This is an optimization exercise on Yosys and OpenROAD, whose aim is small area, a short achievable clock period and few clock cycles, not a production implementation.
Only simulation tests tie the RTL to the original design; equivalence was not proved.
Power figures rest on the tool's default switching activity, not on a simulated workload.

==> v32 <==
Design multilevel_priority_queue_top, start of the top module:
module multilevel_priority_queue_top #(
    parameter int LEVELS     = mpq_pkg::LEVELS_DEF,
    parameter int CAPACITY   = mpq_pkg::CAPACITY_DEF,
    parameter int ELEM_WIDTH = mpq_pkg::ELEM_WIDTH_DEF
) (
    input  logic                               i_clk,
    input  logic                               i_rst_n,
    input  logic                               i_cfg_we,
    input  logic [mpq_pkg::LEVEL_W-1:0]        i_cfg_data,
    input  logic                               i_in_valid,
    output logic                               o_in_stall,
    input  logic                               i_operation,
    input  logic [ELEM_WIDTH-1:0]              i_element,
    input  logic [mpq_pkg::LEVEL_W-1:0]        i_level,
    output logic                               o_out_valid,
    input  logic                               i_out_stall,
    output logic [mpq_pkg::STATUS_W-1:0]       o_status,
    output logic [ELEM_WIDTH-1:0]              o_removed_element,
    output logic [ELEM_WIDTH-1:0]              o_head_element,
    output logic [mpq_pkg::LEVEL_W-1:0]        o_head_level,
    output logic [$clog2(CAPACITY+1)-1:0]      o_count,
    output logic                               o_is_empty
);
Settings: LEC_CHECK=0, CAP_MARGIN=20, CELL_PAD_IN_SITES_DETAIL_PLACEMENT=1, CELL_PAD_IN_SITES_GLOBAL_PLACEMENT=1, CORE_MARGIN=2, CORE_UTILIZATION=40, CTS_BUF_LIST=sky130_fd_sc_hd__clkbuf_8 sky130_fd_sc_hd__clkbuf_16, CTS_CLUSTER_DIAMETER=70, CTS_CLUSTER_SIZE=30, PLACE_DENSITY=0.5, SLEW_MARGIN=65; clock period 10.0 ns.
standard.sh (not shown) runs the stock make flow with config.mk's settings and CLKGATE_MAP_FILE= SYNTH_SCRIPT=/design/flow/synth_recipe.tcl, a recipe that flattens the netlist after the stock synthesis.
==> flow/flow/run.sh <==
#!/bin/bash
# Layout flow: the standard ORFS flow (standard.sh), unchanged scripts,
# with a few extra ORFS settings passed to make:
#  - BUFFER_PORTS_ARGS: buffer every input and output port, as the standard
#    flow does, but with buf_4 rather than the default pick (a delay buffer);
#  - FASTROUTE_TCL: flow/fastroute.tcl, the platform's global routing setup
#    with less met1/met2 capacity offered to the global router.
# Everything make prints goes to standard.log; ORFS keeps its per-step logs
# under orfs/logs.
set -euo pipefail
bash standard.sh \
  SETUP_SLACK_MARGIN=6.4 \
  TNS_END_PERCENT=100 \
  "BUFFER_PORTS_ARGS=-buffer_cell sky130_fd_sc_hd__buf_4" \
  "FASTROUTE_TCL=$PWD/flow/fastroute.tcl" \
  finish > standard.log 2>&1
==> flow/flow/fastroute.tcl <==
# Global routing setup: as the platform's fastroute.tcl, but with less of
# met1 and met2 offered to the global router, so that more signal routing
# goes to met3/met4 and the detailed router has room for pin access.
set_global_routing_layer_adjustment met1 0.6
set_global_routing_layer_adjustment met2 0.35
set_global_routing_layer_adjustment met3-$::env(MAX_ROUTING_LAYER) 0.2

set_routing_layers -clock $::env(MIN_CLK_ROUTING_LAYER)-$::env(MAX_ROUTING_LAYER)
set_routing_layers -signal $::env(MIN_ROUTING_LAYER)-$::env(MAX_ROUTING_LAYER)
==> v9 (differences from v32) <==
- CORE_UTILIZATION: 40 -> 50
- CTS_BUF_LIST: sky130_fd_sc_hd__clkbuf_8 sky130_fd_sc_hd__clkbuf_16 -> default
- CTS_CLUSTER_DIAMETER: 70 -> 60
- PLACE_DENSITY: 0.5 -> 0.58
==> comparison <==
v9 completed without violations. v32 went through all stages and came out clean.
Between v9 and v32, the lower final cell count is in v9 (gap about 7%, measured against v32).
Of v9 and v32, v9 has the higher global-route usage (gap 7.6 points).
In v9 the setup slack is higher than in v32, by 0.017 ns.
Against v9, the total power of v32 is higher by about 0.6%.
Flip-flop and latch count is the same in v32 and v9.
Between v9 and v32, the lower worst hold slack is in v9 (gap 0.013 ns).
In sequential power, v9 and v32 hardly differ.
Between v32 and v9, the lower combinational power is in v9 (gap about 4%, measured against v9).
==> figures <==
| metric | v9 | v32 |
|---|---|---|
| Outcome | no timing/DRC/antenna violations | no timing/DRC/antenna violations |
| Number of standard-cell rows in the floorplan | 168 | 188 |
| First drt pass iteration count | 15 | 13 |
| GR met2 Demand/Resource | 67.84% | 58.41% |
| Post-layout util | 56.82% | 45.96% |
| Number of clock buffers inserted by TritonCTS | 177 | 179 |
| Transition time of the tightest slew-check pin | 0.5567 ns | 0.5398 ns |
| Crit path max fanout | 1 | 2 |
| Clock network fraction of design power | 40.1% | 40.2% |
| Number of vias in the routed layout | 80,380 | 78,850 |
| Clock latency on the worst-skew pair | 0.88 ns | 0.90 ns |
| DR WL met2 | 180,000 um | 188,700 um |
| Power in the clock group | 7960 uW | 8010 uW |
| Critical Path Source | r_out[44] | r_out[12] |
| Power share of the sequential group | 54.6% | 54.4% |
| Final Cell Area | 118,800 um^2 | 120,300 um^2 |
| Worst Setup Slack, final | 6.240 ns | 6.223 ns |
| Comb power | 1050 uW | 1090 uW |
Testbench counts of v32, summed over its fixed seeds: cycles 12,016.
Testbench counts of v9, summed over its fixed seeds: cycles 12,016.

---

==> 04-05 <==
==> flow/design.v <==
`timescale 1ns / 1ps
`default_nettype none
package mpq_pkg;
    localparam int LEVELS_DEF     = 16;
    localparam int CAPACITY_DEF   = 64;
    localparam int ELEM_WIDTH_DEF = 32;
    localparam int LEVEL_W  = 4;
    localparam int STATUS_W = 2;
    localparam logic [LEVEL_W-1:0] LOWEST_RESET = 4'd15;
    typedef enum logic [STATUS_W-1:0] {
        ST_OK        = 2'd0,
        ST_BAD_LEVEL = 2'd1,
        ST_FULL      = 2'd2,
        ST_EMPTY     = 2'd3
    } t_status;
    typedef enum logic [0:0] {
        OP_ENQ = 1'b0,
        OP_DEQ = 1'b1
    } t_op;
    typedef enum logic [3:0] {
        S_IDLE,
        S_ENQ0,
        S_ENQ1,
        S_DEQ0,
        S_DEQ1,
        S_DEQ2,
        S_SCAN,
        S_HEAD0,
        S_HEAD1,
        S_DONE
    } t_state;
endpackage
`default_nettype wire
`timescale 1ns / 1ps
`default_nettype none
module mpq_ram #(
    parameter int WIDTH = 8,
    parameter int DEPTH = 16
) (
    input  logic                     i_clk,
    input  logic                     i_we,
    input  logic [$clog2(DEPTH)-1:0] i_waddr,
    input  logic [WIDTH-1:0]         i_wdata,
    input  logic [$clog2(DEPTH)-1:0] i_raddr,
    output logic [WIDTH-1:0]         o_rdata
);
    logic [WIDTH-1:0] r_mem [DEPTH];
    logic [WIDTH-1:0] r_rdata;
    always_ff @(posedge i_clk) begin
        if (i_we) begin
            r_mem[i_waddr] <= i_wdata;
        end
        r_rdata <= r_mem[i_raddr];
    end
    assign o_rdata = r_rdata;
endmodule
`default_nettype wire
`timescale 1ns / 1ps
`default_nettype none
module multilevel_priority_queue_top #(
    parameter int LEVELS     = mpq_pkg::LEVELS_DEF,
    parameter int CAPACITY   = mpq_pkg::CAPACITY_DEF,
    parameter int ELEM_WIDTH = mpq_pkg::ELEM_WIDTH_DEF
) (
    input  logic                               i_clk,
    input  logic                               i_rst_n,
    input  logic                               i_cfg_we,
    input  logic [mpq_pkg::LEVEL_W-1:0]        i_cfg_data,
    input  logic                               i_in_valid,
    output logic                               o_in_stall,
    input  logic                               i_operation,
    input  logic [ELEM_WIDTH-1:0]              i_element,
    input  logic [mpq_pkg::LEVEL_W-1:0]        i_level,
    output logic                               o_out_valid,
    input  logic                               i_out_stall,
    output logic [mpq_pkg::STATUS_W-1:0]       o_status,
    output logic [ELEM_WIDTH-1:0]              o_removed_element,
    output logic [ELEM_WIDTH-1:0]              o_head_element,
    output logic [mpq_pkg::LEVEL_W-1:0]        o_head_level,
    output logic [$clog2(CAPACITY+1)-1:0]      o_count,
    output logic                               o_is_empty
);
    localparam int LW    = mpq_pkg::LEVEL_W;
    localparam int CNT_W = $clog2(CAPACITY+1);
    localparam int RES_W = mpq_pkg::STATUS_W + 2*ELEM_WIDTH + LW + CNT_W + 1;
    logic                  r_in_v;
    logic                  r_in_op;
    logic [ELEM_WIDTH-1:0] r_in_elem, r_in_elem_n;
    logic [LW-1:0]         r_in_lvl;
    logic [ELEM_WIDTH-1:0] r_elem [CAPACITY];
    logic [CNT_W-1:0]      r_le [LEVELS];
    logic [LW-1:0]         r_lowest;
    logic                  r_out_v, r_skid_v, r_skid_deq;
    logic [RES_W-1:0]      r_out;
    mpq_pkg::t_status      r_skid_st;
    logic                  exec, is_enq, empty, full, bad, enq_ok, deq_ok;
    logic [CNT_W-1:0]      count, pos;
    logic [CAPACITY-1:0]   below;
    logic [LEVELS-1:0]     ge_lvl, nz;
    logic [LEVELS-2:0]     z_after;
    logic [CNT_W-1:0]      n_count;
    mpq_pkg::t_status      st;
    logic [ELEM_WIDTH-1:0] removed, head_elem;
    logic [LW-1:0]         head_lvl;
    logic [RES_W-1:0]      res;
    logic                  out_free;
    assign count  = r_le[LEVELS-1];
    assign exec   = r_in_v && !r_skid_v;
    assign is_enq = (mpq_pkg::t_op'(r_in_op) == mpq_pkg::OP_ENQ);
    assign empty  = (count == '0);
    assign full   = (count == CNT_W'(CAPACITY));
    assign bad    = (r_in_lvl > r_lowest);
    logic                  r_enq_ok, r_deq_ok, r_in_stall, in_stall;
    logic                  nx_cnt_z, nx_cnt_one, nx_full;
    logic [LEVELS-1:0]     nx_z;
    localparam int GRP  = 4;
    localparam int NGRP = CAPACITY / GRP;
    logic [NGRP-1:0]       r_enq_g, r_deq_g;
    logic                  nx_in_v, nx_in_op, nx_skid_v, nx_exec, nx_enq_ok, nx_deq_ok;
    logic [LW-1:0]         nx_in_lvl, nx_lowest;
    logic [CNT_W-1:0]      nx_le [LEVELS];
    assign enq_ok = r_enq_ok;
    assign deq_ok = r_deq_ok;
    logic [CNT_W-1:0] r_pos;
    assign pos = r_pos;
    logic [7:0] pos_hi_gt, pos_hi_eq, pos_lo_gt;
    always_comb begin
        for (int j = 0; j < 8; j++) begin
            pos_hi_gt[j] = (pos[CNT_W-1:3] > 4'(j));
            pos_hi_eq[j] = (pos[CNT_W-1:3] == 4'(j));
            pos_lo_gt[j] = (pos[2:0] > 3'(j));
        end
        for (int i = 0; i < CAPACITY; i++) begin
            below[i] = pos_hi_gt[i/8] || (pos_hi_eq[i/8] && pos_lo_gt[i%8]);
        end
    end
    always_comb begin
        for (int k = 0; k < LEVELS; k++) begin
            ge_lvl[k] = (LW'(k) >= r_in_lvl);
            nz[k]     = (r_le[k] != '0);
        end
    end
    logic empty_after;
    logic r_hnew, r_hzero;
    always_comb begin
        if (r_skid_v) begin
            st = r_skid_st;
        end else if (is_enq) begin
            st = bad ? mpq_pkg::ST_BAD_LEVEL : (full ? mpq_pkg::ST_FULL : mpq_pkg::ST_OK);
        end else begin
            st = empty ? mpq_pkg::ST_EMPTY : mpq_pkg::ST_OK;
        end
        n_count = nx_le[LEVELS-1];
        if (r_skid_v) begin
            removed = r_skid_deq ? o_head_element : '0;
        end else begin
            removed = deq_ok ? r_elem[0] : '0;
        end
        empty_after = r_hzero;
        if (deq_ok) begin
            head_elem = ~r_elem[1];
        end else if (r_hnew) begin
            head_elem = r_in_elem;
        end else begin
            head_elem = r_elem[0];
        end
        for (int k = 0; k < LEVELS-1; k++) begin
            if (deq_ok) begin
                z_after[k] = (r_le[k] <= CNT_W'(1));
            end else if (enq_ok) begin
                z_after[k] = !nz[k] && !ge_lvl[k];
            end else begin
                z_after[k] = !nz[k];
            end
        end
        head_lvl = '0;
        for (int k = 0; k < LEVELS-1; k++) begin
            if (z_after[k]) begin
                head_lvl = LW'(k + 1);
            end
        end
        if (empty_after) begin
            head_elem = '0;
            head_lvl  = '0;
        end
        res = {st, removed, head_elem, head_lvl, n_count, empty_after};
    end
    logic [CAPACITY-1:0] sel_up, sel_new, en;
    always_comb begin
        for (int i = 0; i < CAPACITY; i++) begin
            if (i == 0) begin
                sel_new[i] = r_enq_g[i/GRP] && !below[i];
                sel_up[i]  = 1'b0;
            end else begin
                sel_new[i] = r_enq_g[i/GRP] && !below[i] && below[(i == 0) ? 0 : i-1];
                sel_up[i]  = r_enq_g[i/GRP] && !below[(i == 0) ? 0 : i-1];
            end
            en[i] = r_deq_g[i/GRP] || (r_enq_g[i/GRP] && !below[i]);
        end
    end
    always_ff @(posedge i_clk) begin
        for (int i = 0; i < CAPACITY; i++) begin
            if (en[i]) begin
                r_elem[i] <= ~(({ELEM_WIDTH{sel_up[i]}} & ((i == 0) ? '0 : r_elem[(i == 0) ? 0 : i-1]))
                             | ({ELEM_WIDTH{r_deq_g[i/GRP]}} & ((i == CAPACITY-1) ? '0 : r_elem[(i == CAPACITY-1) ? 0 : i+1]))
                             | ({ELEM_WIDTH{sel_new[i]}} & ((i % 2 == 1) ? r_in_elem : r_in_elem_n)));
            end
        end
    end
    assign out_free = !r_out_v || !i_out_stall;
    always_comb begin
        nx_in_v   = in_stall ? r_in_v : i_in_valid;
        nx_in_op  = in_stall ? r_in_op : i_operation;
        nx_in_lvl = in_stall ? r_in_lvl : i_level;
        nx_lowest = i_cfg_we ? i_cfg_data : r_lowest;
        nx_skid_v = out_free ? 1'b0 : (r_skid_v || exec);
        for (int k = 0; k < LEVELS; k++) begin
            nx_le[k] = r_le[k];
            if (enq_ok && ge_lvl[k]) begin
                nx_le[k] = r_le[k] + 1'b1;
            end else if (deq_ok && nz[k]) begin
                nx_le[k] = r_le[k] - 1'b1;
            end
        end
        if (!i_rst_n) begin
            nx_in_v   = 1'b0;
            nx_skid_v = 1'b0;
        end
        for (int k = 0; k < LEVELS; k++) begin
            nx_z[k] = (!nz[k] && !(enq_ok && ge_lvl[k])) || (deq_ok && (r_le[k] == CNT_W'(1)));
        end
        nx_cnt_z   = nx_z[LEVELS-1];
        nx_cnt_one = (deq_ok && (count == CNT_W'(2))) || (enq_ok && empty)
                     || (!deq_ok && !enq_ok && (count == CNT_W'(1)));
        nx_full    = (enq_ok && (count == CNT_W'(CAPACITY-1))) || (!deq_ok && full);
        nx_exec   = nx_in_v && !nx_skid_v;
        nx_enq_ok = nx_exec && !nx_in_op && (nx_in_lvl <= nx_lowest)
                    && !nx_full;
        nx_deq_ok = nx_exec && nx_in_op && !nx_cnt_z;
    end
    always_ff @(posedge i_clk) begin
        if (!i_rst_n) begin
            for (int k = 0; k < LEVELS; k++) begin
                r_le[k] <= '0;
            end
            r_lowest <= mpq_pkg::LOWEST_RESET;
            r_out_v  <= 1'b0;
            r_enq_ok <= 1'b0;
            r_deq_ok <= 1'b0;
            r_enq_g  <= '0;
            r_hnew   <= 1'b0;
            r_hzero  <= 1'b1;
            r_deq_g  <= '0;
        end else begin
            for (int k = 0; k < LEVELS; k++) begin
                r_le[k] <= nx_le[k];
            end
            r_lowest <= nx_lowest;
            if (out_free) begin
                r_out_v <= r_skid_v || exec;
            end
            r_enq_ok <= nx_enq_ok;
            r_deq_ok <= nx_deq_ok;
            r_hnew   <= nx_enq_ok && nx_z[nx_in_lvl];
            r_hzero  <= nx_deq_ok ? nx_cnt_one : (!nx_enq_ok && nx_cnt_z);
            for (int g = 0; g < NGRP; g++) begin
                r_enq_g[g] <= nx_exec && !nx_in_op && (nx_in_lvl <= nx_lowest)
                              && !nx_full && (nx_le[LEVELS-1] >= CNT_W'(g*GRP));
                r_deq_g[g] <= nx_exec && nx_in_op && (nx_le[LEVELS-1] > CNT_W'(g*GRP));
            end
        end
        r_in_v   <= nx_in_v;
        r_pos    <= nx_le[nx_in_lvl];
        r_skid_v <= nx_skid_v;
        r_in_stall <= nx_in_v && nx_skid_v;
    end
    always_ff @(posedge i_clk) begin
        if (!in_stall) begin
            r_in_op     <= i_operation;
            r_in_elem   <= i_element;
            r_in_elem_n <= ~i_element;
            r_in_lvl    <= i_level;
        end
        if (out_free) begin
            r_out <= res;
        end
        if (!out_free && exec) begin
            r_skid_st  <= st;
            r_skid_deq <= deq_ok;
        end
    end
    assign in_stall   = r_in_v && r_skid_v;
    assign o_in_stall = r_in_stall;
    assign {o_status, o_removed_element, o_head_element, o_head_level, o_count, o_is_empty} = r_out;
    assign o_out_valid = r_out_v;
endmodule
`default_nettype wire
==> flow/flow/run.sh <==
#!/bin/bash
# Layout flow: the standard ORFS flow (standard.sh), unchanged scripts,
# with a few extra ORFS settings passed to make:
#  - BUFFER_PORTS_ARGS: buffer every input and output port, as the standard
#    flow does, but with buf_4 rather than the default pick (a delay buffer).
# Everything make prints goes to standard.log; ORFS keeps its per-step logs
# under orfs/logs.
set -euo pipefail
bash standard.sh \
  SETUP_SLACK_MARGIN=6.4 \
  TNS_END_PERCENT=100 \
  "BUFFER_PORTS_ARGS=-buffer_cell sky130_fd_sc_hd__buf_4" \
  finish > standard.log 2>&1
==> flow/standard.sh <==
#!/bin/bash
# synth_recipe.tcl (not shown) runs the flow's synth.tcl, then flattens the netlist and writes it again
# the make line also repeats each setting of config.mk as NAME=value (left out here)
make -C /OpenROAD-flow-scripts/flow DESIGN_CONFIG=/design/flow/config.mk WORK_HOME=/design/flow/orfs CLKGATE_MAP_FILE= SYNTH_SCRIPT=/design/flow/synth_recipe.tcl "${@:-finish}"
==> flow/config.mk <==
export PLATFORM = sky130hd
export DESIGN_NAME = multilevel_priority_queue_top
export DESIGN_NICKNAME = multilevel_priority_queue_top
export VERILOG_FILES = /design/flow/design.v
export SDC_FILE = /design/flow/constraint.sdc
export NUM_CORES = 4
export LEC_CHECK = 0
export CAP_MARGIN = 20
export CELL_PAD_IN_SITES_DETAIL_PLACEMENT = 1
export CELL_PAD_IN_SITES_GLOBAL_PLACEMENT = 1
export CORE_MARGIN = 2
export CORE_UTILIZATION = 40
export CTS_CLUSTER_DIAMETER = 60
export CTS_CLUSTER_SIZE = 30
export PLACE_DENSITY = 0.5
export SLEW_MARGIN = 65
==> flow/constraint.sdc <==
create_clock -name core_clock -period 10.0 [get_ports {i_clk}]
set_input_delay 2.0000 -clock core_clock [delete_from_list [all_inputs] [get_ports {i_clk}]]
set_output_delay 2.0000 -clock core_clock [all_outputs]
set_load 0.01 [all_outputs]
==> 12-09: changes against 04-05 <==
==> flow/flow/run.sh (replaced) <==
#!/bin/bash
# Layout flow: the standard ORFS flow (standard.sh), unchanged scripts,
# with a few extra ORFS settings passed to make:
#  - BUFFER_PORTS_ARGS: buffer every input and output port, as the standard
#    flow does, but with buf_4 rather than the default pick (a delay buffer);
#  - FASTROUTE_TCL: flow/fastroute.tcl, the platform's global routing setup
#    with less met1/met2 capacity offered to the global router.
# Everything make prints goes to standard.log; ORFS keeps its per-step logs
# under orfs/logs.
set -euo pipefail
bash standard.sh \
  SETUP_SLACK_MARGIN=6.4 \
  TNS_END_PERCENT=100 \
  "BUFFER_PORTS_ARGS=-buffer_cell sky130_fd_sc_hd__buf_4" \
  "FASTROUTE_TCL=$PWD/flow/fastroute.tcl" \
  finish > standard.log 2>&1
==> flow/flow/fastroute.tcl (new file) <==
# Global routing setup: as the platform's fastroute.tcl, but with less of
# met1 and met2 offered to the global router, so that more signal routing
# goes to met3/met4 and the detailed router has room for pin access.
set_global_routing_layer_adjustment met1 0.6
set_global_routing_layer_adjustment met2 0.35
set_global_routing_layer_adjustment met3-$::env(MAX_ROUTING_LAYER) 0.2

set_routing_layers -clock $::env(MIN_CLK_ROUTING_LAYER)-$::env(MAX_ROUTING_LAYER)
set_routing_layers -signal $::env(MIN_ROUTING_LAYER)-$::env(MAX_ROUTING_LAYER)
==> comparison table <==
	04-05	12-09
Status	no timing/DRC/antenna violations	no timing/DRC/antenna violations
Sequential cell area	69270 µm²	69280 µm²
Internal Pwr Total	15.56 mW	15.76 mW
Hold wc startpoint	r_lowest[3]	r_lowest[1]
GRT Total Usage	33.04%	43.91%
Fraction of area in registers	57.26%	56.96%
Share of final-layout standard cells stronger than drive strength 1	17.24%	17.70%
Area taken by multi-input logic gates	32560 µm²	32680 µm²
Critical path arrival	1810 ps	1820 ps
Crit path buf inv count	1	2
Clock Skews	71.39 ps	62.00 ps
Register clock-pin slew on the reported worst setup and hold paths	80 ps	70 ps
DP Cell Count	10362	10365
Antenna violations before repair	10	19
Cell area after layout	121000 µm²	121600 µm²
Area growth syn-to-layout	15.23%	15.86%
Reg2reg end	r_pos[6]	r_elem[34][14]
Testbench counts of 04-05, summed over its fixed seeds: cycles 12,016.
Testbench counts of 12-09, summed over its fixed seeds: cycles 12,016.

what the ideal ports hide:
Ports are ideal in the flow. The routed layouts listed here were re-timed in OpenROAD.
Step 1 sets driving cells, clkbuf_16 on the clock port and buf_2 on the other inputs (assumed; they add their load-dependent delay and slew).
Step 2 times the ports against the registers' clock, not the clock port: input delays grow and output delays shrink by t, the midpoint of the rising clock arrivals with the driver on.
a / b / c = no drivers / after step 1 / after step 2; a / b = the first two.
| run | t, ns | slack for setup (ns) | worst setup path at the end | clock arrival spread, ns | pins driven straight from the clock port |
|---|---|---|---|---|---|
| v32 | 0.962 | 6.223 / 6.125 / 5.904 | input to register | 0.092 / 0.093 | 1 |
| v9 | 0.955 | 6.240 / 6.134 / 5.860 | input to register | 0.066 / 0.066 | 1 |
| 04-05 | 0.979 | 6.193 / 6.097 / 5.815 | input to register | 0.076 / 0.076 | 1 |
| 12-09 | 1.002 | 6.181 / 6.073 / 5.902 | input to register | 0.073 / 0.074 | 1 |
After both steps every run listed still meets setup and hold. For v9, which loses most, drivers alone change the setup slack by -0.106 ns; drivers and shift together by -0.380 ns.
